From an optimization exercise on the open Yosys and OpenROAD flow, aimed at a short achievable clock period and few clock cycles per item; shortcuts taken in it are not production practice.
Only simulation tests tie the RTL to the original design; equivalence was not proved.
The flow treats the clock pin as an ideal source. Dropping or thinning the clock tree relies on that and would not hold on a real chip.
Power figures rest on the tool's default switching activity, not on a simulated workload.

v6:
// priority_command_queue_with_cancel
module priority_command_queue_with_cancel (
  input  logic        clk,
  input  logic        rst_n,
  input  logic        in_tvalid,
  output logic        in_tready,
  input  logic [15:0] in_tdata,    
  output logic        out_tvalid,
  input  logic        out_tready,
  output logic [15:0] out_tdata,   
  input  logic        cfg_valid,
  output logic        cfg_ready,
  input  logic [0:0]  cfg_index,
  input  logic [3:0]  cfg_data
);
  localparam int NS = 32;
  localparam int NL = 8;
  localparam int OUT_LIMIT = 8;
  assign cfg_ready = 1'b1;
  logic       running_r;
  logic [7:0] npm_r;
  logic [7:0] npm_wr;
  always_comb begin
    for (int l = 0; l < NL; l++)
      npm_wr[l] = (l == 0) || (cfg_data > 4'(l));
  end
  always_ff @(posedge clk) begin
    if (!rst_n) begin
      running_r <= 1'b0;
      npm_r     <= 8'h01;
    end else if (cfg_valid) begin
      if (cfg_index == pcq_pkg::CFG_RUNNING) running_r <= cfg_data[0];
      else npm_r <= npm_wr;
    end
  end
  logic rst_q;
  always_ff @(posedge clk) rst_q <= !rst_n;
  logic                 in_rdy_r;
  logic [OUT_LIMIT-1:0] oth_r;
  logic                 out_v_r;
  logic                 fire_in, fire_out, o_up, o_dn;
  assign in_tready = in_rdy_r;
  assign fire_in   = in_tvalid && in_rdy_r;
  assign fire_out  = out_v_r && out_tready;
  assign o_up      = fire_in && !fire_out;
  assign o_dn      = fire_out && !fire_in;
  always_ff @(posedge clk) begin
    if (!rst_n) begin
      oth_r    <= '0;
      in_rdy_r <= 1'b1;
    end else begin
      if (o_up) oth_r <= {oth_r[OUT_LIMIT-2:0], 1'b1};
      else if (o_dn) oth_r <= {1'b0, oth_r[OUT_LIMIT-1:1]};
      in_rdy_r <= o_up ? !oth_r[OUT_LIMIT-2] : (o_dn || !oth_r[OUT_LIMIT-1]);
    end
  end
  logic        s1_v;
  logic [10:0] s1_d;
  logic [31:0] s1_idoh;                 
  ...
export LEC_CHECK = 0
export ABC_CLOCK_PERIOD_IN_PS = 2000
export CAP_MARGIN = 20
export CORE_MARGIN = 2
export CORE_UTILIZATION = 35
export PLACE_DENSITY = 0.5
export SETUP_SLACK_MARGIN = 4.5
export SLEW_MARGIN = 20
export TNS_END_PERCENT = 100
create_clock -name core_clock -period 7.0 [get_ports {clk}]
standard.sh (not shown) runs the stock make flow with config.mk's settings and CLKGATE_MAP_FILE= SYNTH_SCRIPT=/design/flow/synth_recipe.tcl, a recipe that flattens the netlist after the stock synthesis.
==> flow/flow/run.sh <==
#!/bin/bash
# Own layout flow: the standard ORFS flow (standard.sh), except that the clock tree is
# built by flow/pre_cts.tcl (two levels of clkbuf_16: four roots on the clock port, one leaf
# buffer per cluster of flip-flops) in place of TritonCTS, for a lower clock insertion delay.
# The make output goes to standard_flow.log; ORFS's per-step logs stay under orfs/logs.
set -euo pipefail
cd "$(dirname "$0")/.."
export PRE_CTS_TCL="$PWD/flow/pre_cts.tcl"
bash standard.sh > "$PWD/standard_flow.log" 2>&1
Other scripts of this flow, unchanged in this note and not shown: flow/flow/pre_cts.tcl
v6 completed every stage of the flow, and the final layout passed the timing, DRC and antenna checks.
Testbench counts of v6, summed over its fixed seeds: cycles 12,032, items 12,000.
### v6 -> v7
--- a/flow/design.v
+++ b/flow/design.v
@@ -145,29 +145,22 @@
     end
   end
   always_ff @(posedge clk) s2_row <= d_row;
   always_comb begin
     behind = '0;
     if (qid && !x_self) behind = (x_enq_oh & {NS{x_fix}}) | (s2_row & ~x_enq_oh);
   end
-  logic [7:0]  avail, topoh;
-  logic        found;
-  logic [2:0]  toplv;
+  logic [7:0]  topoh, top_r;
+  logic        found, found_r;
+  logic [2:0]  toplv, tlv_r;
   logic [31:0] dsp_oh, toplv_hit;
   always_comb begin
-    avail = av_eff;
-    found = |avail;
-    toplv = '0;
-    for (int l = 0; l < NL; l++)
-      if (avail[l]) toplv = 3'(l);
-    for (int l = 0; l < NL; l++) begin
-      topoh[l] = avail[l];
-      for (int k = l + 1; k < NL; k++)
-        if (avail[k]) topoh[l] = 1'b0;
-    end
+    topoh = top_r;
+    toplv = tlv_r;
+    found = found_r;
     for (int i = 0; i < NS; i++)
       toplv_hit[i] = s2_dis && |(lvoh_r[i] & topoh);
     for (int i = 0; i < NS; i++)
       dsp_oh[i] = toplv_hit[i] && q_r[i] && hd_r[i];
   end
   logic        do_enq, do_can, do_dis;
   logic [31:0] enq_oh, rm_oh, memb;
@@ -237,20 +230,30 @@
         if (r != i) begin
           if (enq_oh[i]) bf_r[r][i] <= memb[r];
           else if (enq_oh[r]) bf_r[r][i] <= 1'b0;
         end
       end
     end
   end
+  logic [7:0] av_nx;
+  always_comb begin
+    for (int l = 0; l < NL; l++)
+      av_nx[l] = (av_eff[l] && !(dec[l] && cnt1[l])) || (inc[l] && npm_r[l]);
+    if (rst_n && cfg_valid && cfg_index == pcq_pkg::CFG_NUM_PRIO)
+      av_nx = (ne_eff & npm_wr) | (inc & npm_r);
+  end
   always_ff @(posedge clk) begin
     if (rst_q) begin
       q_r  <= '0;
       c_r  <= '0;
       ne_r <= '0;
       av_r <= '0;
+      top_r <= '0;
+      tlv_r <= '0;
+      found_r <= 1'b0;
       for (int l = 0; l < NL; l++) cnt_r[l] <= '0;
       inc_r <= '0;
       incav_r <= '0;
       dec_r <= '0;
     end else begin
       for (int i = 0; i < NS; i++) begin
         if (enq_oh[i]) q_r[i] <= 1'b1;
@@ -263,14 +266,23 @@
         av_r[l] <= av_eff[l] && !(dec[l] && cnt1[l]);
         cnt_r[l] <= cnt[l];
       end
       inc_r <= inc;
       incav_r <= inc & npm_r;
       dec_r <= dec;
       if (rst_n && cfg_valid && cfg_index == pcq_pkg::CFG_NUM_PRIO) av_r <= ne_eff & npm_wr;
+      found_r <= |av_nx;
+      tlv_r   <= '0;
+      for (int l = 0; l < NL; l++)
+        if (av_nx[l]) tlv_r <= 3'(l);
+      for (int l = 0; l < NL; l++) begin
+        top_r[l] <= av_nx[l];
+        for (int k = l + 1; k < NL; k++)
+          if (av_nx[k]) top_r[l] <= 1'b0;
+      end
     end
   end
   logic        s3_v;
   logic        s3_ini, s3_enq, s3_can, s3_dis, s3_run, s3_pok, s3_qid, s3_found;
   logic [4:0]  s3_id;
   logic [2:0]  s3_lvid, s3_toplv;
   logic [31:0] s3_doh, s3_dmk;
[summary]
v7: PASS, flow complete, no timing, DRC or antenna violations
Cell area | v7 vs v6 | v7 smaller
v6 -> v7: internal power increased slightly
Utilization was lower in the run labelled v7.
Of v6 and v7, the run reporting the lower minimum hold slack was v6.
Comparing area fraction in and, or, nand and nor cells after synthesis for v6 and v7, the bigger number came from v6.
v7: post-CTS setup buffer count lower than v6
Final critical path time including I/O delays and setup is lower on v7
In v7 the worst setup slack after placement turned out 0.58 ns higher than in v6.
v7 vs v6, first-iteration DRC count went up by about 17%.
Total design power, v6 and v7, higher one = v7.
v7 reports its cell type of the slowest stage on the worst timing path as sky130_fd_sc_hd__dfxtp_4 while v6 reports sky130_fd_sc_hd__dfxtp_1.
From v6 to v7 the numbers moved as follows: synthesized area saw a decrease; die area went down by 0.92%.
Testbench counts of v7, summed over its fixed seeds: cycles 12,032, items 12,000.
In every run of this note, the design's own scripts or RTL, not TritonCTS, make the clock network.


priority_command_queue_with_cancel, a different RTL version from the one above (not shown whole).
Size in the first run: ~8400 cells after synthesis, roughly 2300 flip-flops, about 97000 um^2 of cells after synthesis.
clock: 7.0 ns
lec_check: 0
abc_clock_period_in_ps: 2000
cap_margin: 20
core_margin: 2
core_utilization: 35
place_density: 0.5
setup_slack_margin: 4.5
slew_margin: 20
tns_end_percent: 100
Scripts as last shown in full above: flow/flow/run.sh
Other scripts of this flow, unchanged in this note and not shown: flow/flow/pre_cts.tcl
Testbench counts at the start, summed over its fixed seeds: cycles 12,032, items 12,000.
Next try:
--- a/flow/design.v
+++ b/flow/design.v
@@ -150,20 +150,27 @@
     for (int g = 0; g < 4; g++) s2_rowp[g] <= d_rowp[g];
   assign s2_row = s2_rowp[0] | s2_rowp[1] | s2_rowp[2] | s2_rowp[3];
   always_comb begin
     behind = '0;
     if (qid && !x_self) behind = (x_enq_oh & {NS{x_fix}}) | (s2_row & ~x_enq_oh);
   end
-  logic [7:0]  topoh, top_r;
-  logic        found, found_r;
-  logic [2:0]  toplv, tlv_r;
+  logic [7:0]  avail, topoh;
+  logic        found;
+  logic [2:0]  toplv;
   logic [31:0] dsp_oh, toplv_hit;
   always_comb begin
-    topoh = top_r;
-    toplv = tlv_r;
-    found = found_r;
+    avail = av_eff;
+    found = |avail;
+    toplv = '0;
+    for (int l = 0; l < NL; l++)
+      if (avail[l]) toplv = 3'(l);
+    for (int l = 0; l < NL; l++) begin
+      topoh[l] = avail[l];
+      for (int k = l + 1; k < NL; k++)
+        if (avail[k]) topoh[l] = 1'b0;
+    end
     for (int i = 0; i < NS; i++)
       toplv_hit[i] = s2_dis && |(lvoh_r[i] & topoh);
     for (int i = 0; i < NS; i++)
       dsp_oh[i] = toplv_hit[i] && q_r[i] && hd_r[i];
   end
   logic        do_enq, do_can, do_dis;
@@ -253,28 +260,18 @@
           if (enq_oh[i]) bf_r[r][i] <= memb[r];
           else if (enq_oh[r]) bf_r[r][i] <= 1'b0;
         end
       end
     end
   end
-  logic [7:0] av_nx;
-  always_comb begin
-    for (int l = 0; l < NL; l++)
-      av_nx[l] = (av_eff[l] && !(dec[l] && cnt1[l])) || (inc[l] && npm_r[l]);
-    if (rst_n && cfg_valid && cfg_index == pcq_pkg::CFG_NUM_PRIO)
-      av_nx = (ne_eff & npm_wr) | (inc & npm_r);
-  end
   always_ff @(posedge clk) begin
     if (rst_q) begin
       q_r  <= '0;
       c_r  <= '0;
       ne_r <= '0;
       av_r <= '0;
-      top_r <= '0;
-      tlv_r <= '0;
-      found_r <= 1'b0;
       for (int l = 0; l < NL; l++) cnt_r[l] <= '0;
       inc_r <= '0;
       incav_r <= '0;
       dec_r <= '0;
     end else begin
       for (int i = 0; i < NS; i++) begin
@@ -288,24 +285,13 @@
         av_r[l] <= av_eff[l] && !(dec[l] && cnt1[l]);
         cnt_r[l] <= cnt[l];
       end
       inc_r <= inc;
       incav_r <= inc & npm_r;
       dec_r <= dec;
-      if (rst_n && cfg_valid && cfg_index == pcq_pkg::CFG_NUM_PRIO) begin
-        av_r <= ne_eff & npm_wr;
-      end
-      found_r <= |av_nx;
-      tlv_r   <= '0;
-      for (int l = 0; l < NL; l++)
-        if (av_nx[l]) tlv_r <= 3'(l);
-      for (int l = 0; l < NL; l++) begin
-        top_r[l] <= av_nx[l];
-        for (int k = l + 1; k < NL; k++)
-          if (av_nx[k]) top_r[l] <= 1'b0;
-      end
+      if (rst_n && cfg_valid && cfg_index == pcq_pkg::CFG_NUM_PRIO) av_r <= ne_eff & npm_wr;
     end
   end
   logic        s3_v;
   logic        s3_ini, s3_enq, s3_can, s3_dis, s3_run, s3_pok, s3_qid, s3_found;
   logic [4:0]  s3_id;
   logic [2:0]  s3_lvid, s3_toplv;
Area after synthesis barely changes.
Total power hardly moves.
Cell count went up by 0.59%.
Via count barely changes.
Combinational power went down by about 2%.
Testbench counts after the change, summed over its fixed seeds: cycles 12,032, items 12,000.
In every run of this note, the design's own scripts or RTL, not TritonCTS, make the clock network.

static timing again, ports no longer ideal:
The flow's constraints put no driver on any port. The routed layouts listed below were extracted and timed again, unchanged, in two steps. Step 1 assumes that a clkbuf_16 drives the clock port and a buf_2 every other input. Step 2 adds t to the input delays and takes it off the output delays; t is the mean of the earliest and latest rising clock arrival at the registers after step 1. Input paths then give back, and output paths get back, about the clock's delay inside the block. a / b / c = no drivers / after step 1 / after step 2; a / b = the first two.
run	shift t [ns]	slack for setup (ns)	worst setup path after step 2	latest minus earliest clock arrival (ns)	pins driven straight from the clock port
v6	0.829	4.338 / 4.229 / 3.938	input to register	0.068 / 0.069	4
v7	0.801	4.361 / 4.264 / 3.814	input to register	0.055 / 0.055	4
the first run of note 2	0.842	4.350 / 4.188 / 3.937	input to register	0.076 / 0.076	4
the second run of note 2	0.820	4.207 / 4.206 / 3.915	input to register	0.067 / 0.067	4
After both steps setup and hold are still met in every run listed. The setup slack of v7, which loses most, moves by -0.097 ns with the drivers and by -0.547 ns with both steps.
